This is an optimization exercise on Yosys and OpenROAD, whose aim is small area and a short achievable clock period, not a production implementation. In this exercise RTL edits were held to simulation tests only and were not proved equivalent to the original. Power figures rest on the tool's default switching activity, not on a simulated workload.

== lane 1 ==
==> flow/design.v (excerpt) <==
module simple_fixed (
  input  logic                   clock,
  input  logic                   reset,
  input  logic [2:0]             instr_format,
  input  logic [10:0]            op_code,
  input  logic [6:0]             dest_reg_addr,
  input  logic [127:0]           src_reg_a,
  input  logic [127:0]           src_reg_b,
  input  logic [17:0]            imm_value,
  input  logic                   enable_reg_write,
  input  logic                   branch_is_taken,
  output logic [127:0]           wb_data,
  output logic [6:0]             wb_reg_addr,
  output logic                   wb_enable_reg_write
);
Size: about 440 I/O pins, about 21000 um2 of cells after synthesis.
==> flow/config.mk <==
export PLATFORM = sky130hd
export DESIGN_NAME = simple_fixed
export DESIGN_NICKNAME = simple_fixed
export VERILOG_FILES = /design/flow/design.v
export SDC_FILE = /design/flow/constraint.sdc
export NUM_CORES = 4
export LEC_CHECK = 0
export ABC_AREA = 1
export CAP_MARGIN = 20
export CORE_MARGIN = 2
export CORE_UTILIZATION = 40
export SETUP_SLACK_MARGIN = 2.75
export SLEW_MARGIN = 20
==> flow/constraint.sdc <==
create_clock -name core_clock -period 5.0 [get_ports {clock}]
set_input_delay 1.0000 -clock core_clock [delete_from_list [all_inputs] [get_ports {clock}]]
set_output_delay 1.0000 -clock core_clock [all_outputs]
set_load 0.01 [all_outputs]
standard.sh (not shown) runs the stock make flow with config.mk's settings and CLKGATE_MAP_FILE= SYNTH_SCRIPT=/design/flow/synth_recipe.tcl, a recipe that flattens the netlist after the stock synthesis.
==> flow/flow/run.sh <==
#!/bin/bash
# The standard layout (standard.sh: unchanged synthesis and steps) with two changes to how
# cells are chosen: the port buffers are the smallest buffer cell instead of the one
# buffer_ports picks by default, and clock tree synthesis uses clkbuf_4/clkbuf_8 in clusters
# of up to 16 sinks, without dummy loads. ORFS writes each step's log under orfs/logs/;
# make's own output goes to make_finish.log.
set -euo pipefail
cd "$(dirname "$0")/.."
bash standard.sh \
  "BUFFER_PORTS_ARGS=-buffer_cell sky130_fd_sc_hd__buf_1" \
  "CTS_ARGS=-sink_clustering_enable -repair_clock_nets -dont_use_dummy_load -buf_list {sky130_fd_sc_hd__clkbuf_4 sky130_fd_sc_hd__clkbuf_8} -sink_clustering_size 16 -sink_clustering_max_diameter 60" \
  finish > make_finish.log 2>&1
The following lists how lane 2 was set up differently from lane 1:
-- flow/design.v --
<<< lane 1, line 149
    logic hcin;
    assign hcin = is_half & negate;
    assign pk[32*w]          = src_a[32*w] ^ b[32*w];
    assign gk[32*w]          = g[32*w] | (p[32*w] & negate);
    assign pk[32*w+1 +: 15]  = p[32*w+1 +: 15];
>>> lane 2, line 149
    logic hcin;
    assign hcin = is_half & negate;
    assign pk[32*w]          = p[32*w] ^ negate;
    assign gk[32*w]          = g[32*w] | (p[32*w] & negate);
    assign pk[32*w+1 +: 15]  = p[32*w+1 +: 15];
<<< lane 1, line 155
    assign pk[32*w+16]       = ~is_half & p[32*w+16];
    assign gk[32*w+16]       = g[32*w+16] | (p[32*w+16] & hcin);
    assign ps16[w]           = src_a[32*w+16] ^ b[32*w+16] ^ (negate & ~is_half);
    assign pk[32*w+17 +: 15] = p[32*w+17 +: 15];
    assign gk[32*w+17 +: 15] = g[32*w+17 +: 15];
>>> lane 2, line 155
    assign pk[32*w+16]       = ~is_half & p[32*w+16];
    assign gk[32*w+16]       = g[32*w+16] | (p[32*w+16] & hcin);
    assign ps16[w]           = p[32*w+16] ^ hcin;
    assign pk[32*w+17 +: 15] = p[32*w+17 +: 15];
    assign gk[32*w+17 +: 15] = g[32*w+17 +: 15];
<<< lane 1, line 176
`timescale 1ns/1ns
module fx_execute (
  input  logic         reset,     
  input  logic         k_ar,      
  input  logic         k_ceq,
>>> lane 2, line 176
`timescale 1ns/1ns
module fx_execute (
  input  logic         k_ar,      
  input  logic         k_ceq,
<<< lane 1, line 223
    assign e_hi   = is_half ? eq_h : (eq_l & eq_h);
    logic pass_lo, pass_hi, top_lo, rest_lo, top_hi, rest_hi;
    assign pass_lo = ~reset & k_ar & ~ovf_lo;
    assign pass_hi = ~reset & k_ar & ~ovf_h;
    assign rest_lo = ~reset & ((k_ar & ovf_lo & ~sgn_lo) | (k_cgt & sgn_lo) | (k_ceq & e_lo));
    assign top_lo  = ~reset & ((k_ar & ovf_lo & (is_half ? sgn_lo : ~sgn_lo)) |
                               (k_cgt & sgn_lo) | (k_ceq & e_lo));
    assign rest_hi = ~reset & ((k_ar & ovf_h & ~sgn_h) | (k_cgt & sgn_h) | (k_ceq & e_hi));
    assign top_hi  = ~reset & ((k_ar & ovf_h & sgn_h) | (k_cgt & sgn_h) | (k_ceq & e_hi));
    logic [31:0] lg, fill, pass;
    assign lg   = ({32{lg_g & ~reset}} & g[32*w +: 32]) | ({32{lg_p & ~reset}} & ps) |
                  ({32{lg_n & ~reset}} & ~g[32*w +: 32]);
    assign fill = {top_hi, {15{rest_hi}}, top_lo, {15{rest_lo}}};
    assign pass = {{16{pass_hi}}, {16{pass_lo}}};
>>> lane 2, line 222
    assign e_hi   = is_half ? eq_h : (eq_l & eq_h);
    logic pass_lo, pass_hi, top_lo, rest_lo, top_hi, rest_hi;
    assign pass_lo = k_ar & ~ovf_lo;
    assign pass_hi = k_ar & ~ovf_h;
    assign rest_lo = (k_ar & ovf_lo & ~sgn_lo) | (k_cgt & sgn_lo) | (k_ceq & e_lo);
    assign top_lo  = (k_ar & ovf_lo & (is_half ? sgn_lo : ~sgn_lo)) | (k_cgt & sgn_lo) |
                     (k_ceq & e_lo);
    assign rest_hi = (k_ar & ovf_h & ~sgn_h) | (k_cgt & sgn_h) | (k_ceq & e_hi);
    assign top_hi  = (k_ar & ovf_h & sgn_h) | (k_cgt & sgn_h) | (k_ceq & e_hi);
    logic [31:0] lg, fill, pass;
    assign lg   = ({32{lg_g}} & g[32*w +: 32]) | ({32{lg_p}} & ps) | ({32{lg_n}} & ~g[32*w +: 32]);
    assign fill = {top_hi, {15{rest_hi}}, top_lo, {15{rest_lo}}};
    assign pass = {{16{pass_hi}}, {16{pass_lo}}};
<<< lane 1, line 283
  );
  fx_execute i_execute (
    .reset (reset),
    .k_ar (q_ar), .k_ceq (q_ceq), .k_cgt (q_cgt),
    .lg_g (q_lg_g), .lg_p (q_lg_p), .lg_n (q_lg_n), .is_half (q_half),
>>> lane 2, line 281
  );
  fx_execute i_execute (
    .k_ar (q_ar), .k_ceq (q_ceq), .k_cgt (q_cgt),
    .lg_g (q_lg_g), .lg_p (q_lg_p), .lg_n (q_lg_n), .is_half (q_half),
<<< lane 1, line 290
  );
  always_ff @(posedge clock) begin
    wb_data <= result;
    if (reset) begin
      wb_reg_addr         <= '0;
      wb_enable_reg_write <= 1'b0;
    end else begin
      wb_reg_addr         <= q_dest;
      wb_enable_reg_write <= q_write;
>>> lane 2, line 287
  );
  always_ff @(posedge clock) begin
    if (reset) begin
      wb_data             <= '0;
      wb_reg_addr         <= '0;
      wb_enable_reg_write <= 1'b0;
    end else begin
      wb_data             <= result;
      wb_reg_addr         <= q_dest;
      wb_enable_reg_write <= q_write;
==> results.txt <==
The run showing the greater leakage power total is lane 1. Changes observed in lane 2 relative to lane 1: shortest clock period the worst path allows after layout now sits lower, number of nets in the layout rose about 2%, clock-buffer cell count decreased 2, number of diodes added for antenna fixing now sits higher, area of the placeable core now sits higher. Between lane 2 and lane 1, the difference in initial core utilization is negligible.

---

== willow ==
RTL: one of the versions met above, not the one the previous note started from.
Size in the first run: about 2,900 cells after synthesis, about 440 I/O pins, ~0.022 mm2 of cells after synthesis.
==> flow/config.mk <==
export PLATFORM = sky130hd
export DESIGN_NAME = simple_fixed
export DESIGN_NICKNAME = simple_fixed
export VERILOG_FILES = /design/flow/design.v
export SDC_FILE = /design/flow/constraint.sdc
export NUM_CORES = 4
export LEC_CHECK = 0
export ABC_AREA = 1
export CAP_MARGIN = 20
export CORE_MARGIN = 2
export CORE_UTILIZATION = 40
export SETUP_SLACK_MARGIN = 2.65
export SLEW_MARGIN = 20
==> flow/constraint.sdc <==
create_clock -name core_clock -period 5.0 [get_ports {clock}]
set_input_delay 1.0000 -clock core_clock [delete_from_list [all_inputs] [get_ports {clock}]]
set_output_delay 1.0000 -clock core_clock [all_outputs]
set_load 0.01 [all_outputs]
Scripts as last shown in full above: flow/flow/run.sh
--- input diff willow..maple ---
--- a/flow/design.v
+++ b/flow/design.v
@@ -122,16 +122,13 @@
   input  logic         is_imm,
   input  logic [127:0] src_a,
   input  logic [127:0] src_b,
   input  logic [9:0]   imm,
   input  logic [6:0]   in_dest,
   input  logic         in_write,
-  output logic         q_ar, q_ceq, q_cgt,
-  output logic         q_lg_g,      
-  output logic         q_lg_p,      
-  output logic         q_lg_n,      
+  output logic         q_ar, q_ceq, q_cgt, q_and, q_or, q_xor, q_nand,
   output logic         q_half,
   output logic [127:0] q_p,         
   output logic [127:0] q_g,         
   output logic [3:0]   q_ps16,      
   output logic [6:0]   q_dest,
   output logic         q_write
@@ -159,15 +156,16 @@
     assign gk[32*w+17 +: 15] = g[32*w+17 +: 15];
   end
   always_ff @(posedge clock) begin
     q_ar    <= k_add | k_sub;
     q_ceq   <= k_ceq;
     q_cgt   <= k_cgt;
-    q_lg_g  <= k_and | k_or;
-    q_lg_p  <= k_or | k_xor;
-    q_lg_n  <= k_nand;
+    q_and   <= k_and;
+    q_or    <= k_or;
+    q_xor   <= k_xor;
+    q_nand  <= k_nand;
     q_half  <= is_half;
     q_p     <= pk;
     q_g     <= gk;
     q_ps16  <= ps16;
     q_dest  <= in_dest;
     q_write <= in_write;
@@ -175,15 +173,16 @@
 endmodule
 `timescale 1ns/1ns
 module fx_execute (
   input  logic         k_ar,      
   input  logic         k_ceq,
   input  logic         k_cgt,
-  input  logic         lg_g,      
-  input  logic         lg_p,
-  input  logic         lg_n,
+  input  logic         k_and,
+  input  logic         k_or,
+  input  logic         k_xor,
+  input  logic         k_nand,
   input  logic         is_half,
   input  logic [127:0] p,
   input  logic [127:0] g,
   input  logic [3:0]   ps16,
   output logic [127:0] result
 );
@@ -226,13 +225,14 @@
     assign rest_lo = (k_ar & ovf_lo & ~sgn_lo) | (k_cgt & sgn_lo) | (k_ceq & e_lo);
     assign top_lo  = (k_ar & ovf_lo & (is_half ? sgn_lo : ~sgn_lo)) | (k_cgt & sgn_lo) |
                      (k_ceq & e_lo);
     assign rest_hi = (k_ar & ovf_h & ~sgn_h) | (k_cgt & sgn_h) | (k_ceq & e_hi);
     assign top_hi  = (k_ar & ovf_h & sgn_h) | (k_cgt & sgn_h) | (k_ceq & e_hi);
     logic [31:0] lg, fill, pass;
-    assign lg   = ({32{lg_g}} & g[32*w +: 32]) | ({32{lg_p}} & ps) | ({32{lg_n}} & ~g[32*w +: 32]);
+    assign lg   = ({32{k_and | k_or}} & g[32*w +: 32]) | ({32{k_or | k_xor}} & ps) |
+                  ({32{k_nand}} & ~g[32*w +: 32]);
     assign fill = {top_hi, {15{rest_hi}}, top_lo, {15{rest_lo}}};
     assign pass = {{16{pass_hi}}, {16{pass_lo}}};
     assign result[32*w +: 32] = (pass & sum) | fill | lg;
   end
 endmodule
 `timescale 1ns/1ns
@@ -259,32 +259,32 @@
     .op_code         (op_code),
     .branch_is_taken (branch_is_taken),
     .k_add (k_add), .k_sub (k_sub), .k_ceq (k_ceq), .k_cgt (k_cgt),
     .k_and (k_and), .k_or (k_or), .k_xor (k_xor), .k_nand (k_nand),
     .negate (negate), .is_half (is_half), .is_imm (is_imm), .valid (valid)
   );
-  logic         q_ar, q_ceq, q_cgt, q_lg_g, q_lg_p, q_lg_n, q_half, q_write;
+  logic         q_ar, q_ceq, q_cgt, q_and, q_or, q_xor, q_nand, q_half, q_write;
   logic [127:0] q_p, q_g, result;
   logic [3:0]   q_ps16;
   logic [6:0]   q_dest;
   fx_issue_reg i_issue_reg (
     .clock (clock),
     .k_add (k_add), .k_sub (k_sub), .k_ceq (k_ceq), .k_cgt (k_cgt),
     .k_and (k_and), .k_or (k_or), .k_xor (k_xor), .k_nand (k_nand),
     .negate (negate), .is_half (is_half), .is_imm (is_imm),
     .src_a (src_reg_a), .src_b (src_reg_b), .imm (imm_value[9:0]),
     .in_dest  (valid ? dest_reg_addr : 7'd0),
     .in_write (valid & enable_reg_write),
-    .q_ar (q_ar), .q_ceq (q_ceq), .q_cgt (q_cgt),
-    .q_lg_g (q_lg_g), .q_lg_p (q_lg_p), .q_lg_n (q_lg_n), .q_half (q_half),
+    .q_ar (q_ar), .q_ceq (q_ceq), .q_cgt (q_cgt), .q_and (q_and), .q_or (q_or),
+    .q_xor (q_xor), .q_nand (q_nand), .q_half (q_half),
     .q_p (q_p), .q_g (q_g), .q_ps16 (q_ps16),
     .q_dest (q_dest), .q_write (q_write)
   );
   fx_execute i_execute (
-    .k_ar (q_ar), .k_ceq (q_ceq), .k_cgt (q_cgt),
-    .lg_g (q_lg_g), .lg_p (q_lg_p), .lg_n (q_lg_n), .is_half (q_half),
+    .k_ar (q_ar), .k_ceq (q_ceq), .k_cgt (q_cgt), .k_and (q_and), .k_or (q_or),
+    .k_xor (q_xor), .k_nand (q_nand), .is_half (q_half),
     .p (q_p), .g (q_g), .ps16 (q_ps16),
     .result (result)
   );
   always_ff @(posedge clock) begin
     if (reset) begin
       wb_data             <= '0;
Notes after the runs:
There was hardly any difference in post-place instance area between willow and maple.
Number of violations of the max-capacitance limit: willow vs maple, no meaningful difference
Flip-flop and latch count delta (maple -> willow): insignificant
In the final reports, the cell area of maple is larger than that of willow.
DRC marker count from the first detailed-route iteration ends up higher on maple.
Number of non-filler instances in the completed layout was lower in the run labelled willow.
willow consumes less power than maple.
Re worst-case setup slack after placement: willow and maple aren't equal, and the lower value belongs to willow.
[compare] base=willow new=maple: routed length per placed instance has decreased, count of clock-buffer cells in the layout has increased.
Compared with willow, maple shows a number of buffer and inverter instances along the worst setup path that is 1 lower.

static timing again, ports no longer ideal:
No port has a modelled driver above. Below, the same layouts with a new extraction and two added sets of constraints.
Step 1 (the two cells are an assumption about what drives the block):
set clk [get_ports {clock}]
set_driving_cell -lib_cell sky130_fd_sc_hd__clkbuf_16 $clk
set_driving_cell -lib_cell sky130_fd_sc_hd__buf_2 [delete_from_list [all_inputs] $clk]
Step 2 moves the port delays by t, midway between the first and last clock arrival at a register: inputs arrive t later, outputs are due t later. That takes back most of the time a late clock gives input paths.
a / b / c = ideal / step 1 / step 2; a / b = the first two.
| run | t, ns | slack for setup (ns) | hold slack, ns |
|---|---|---|---|
| lane 1 | 0.679 | 2.699 / 2.728 / 2.049 | 0.377 / 0.377 / 0.377 |
| lane 2 | 0.664 | 2.782 / 2.747 / 2.147 | 0.395 / 0.395 / 0.395 |
| willow | 0.678 | 2.655 / 2.687 / 2.008 | 0.402 / 0.402 / 0.402 |
| maple | 0.672 | 2.654 / 2.649 / 2.067 | 0.375 / 0.375 / 0.375 |
After both steps every run listed still meets setup and hold. For lane 1, which loses most, drivers alone change the setup slack by +0.029 ns; drivers and shift together by -0.650 ns.
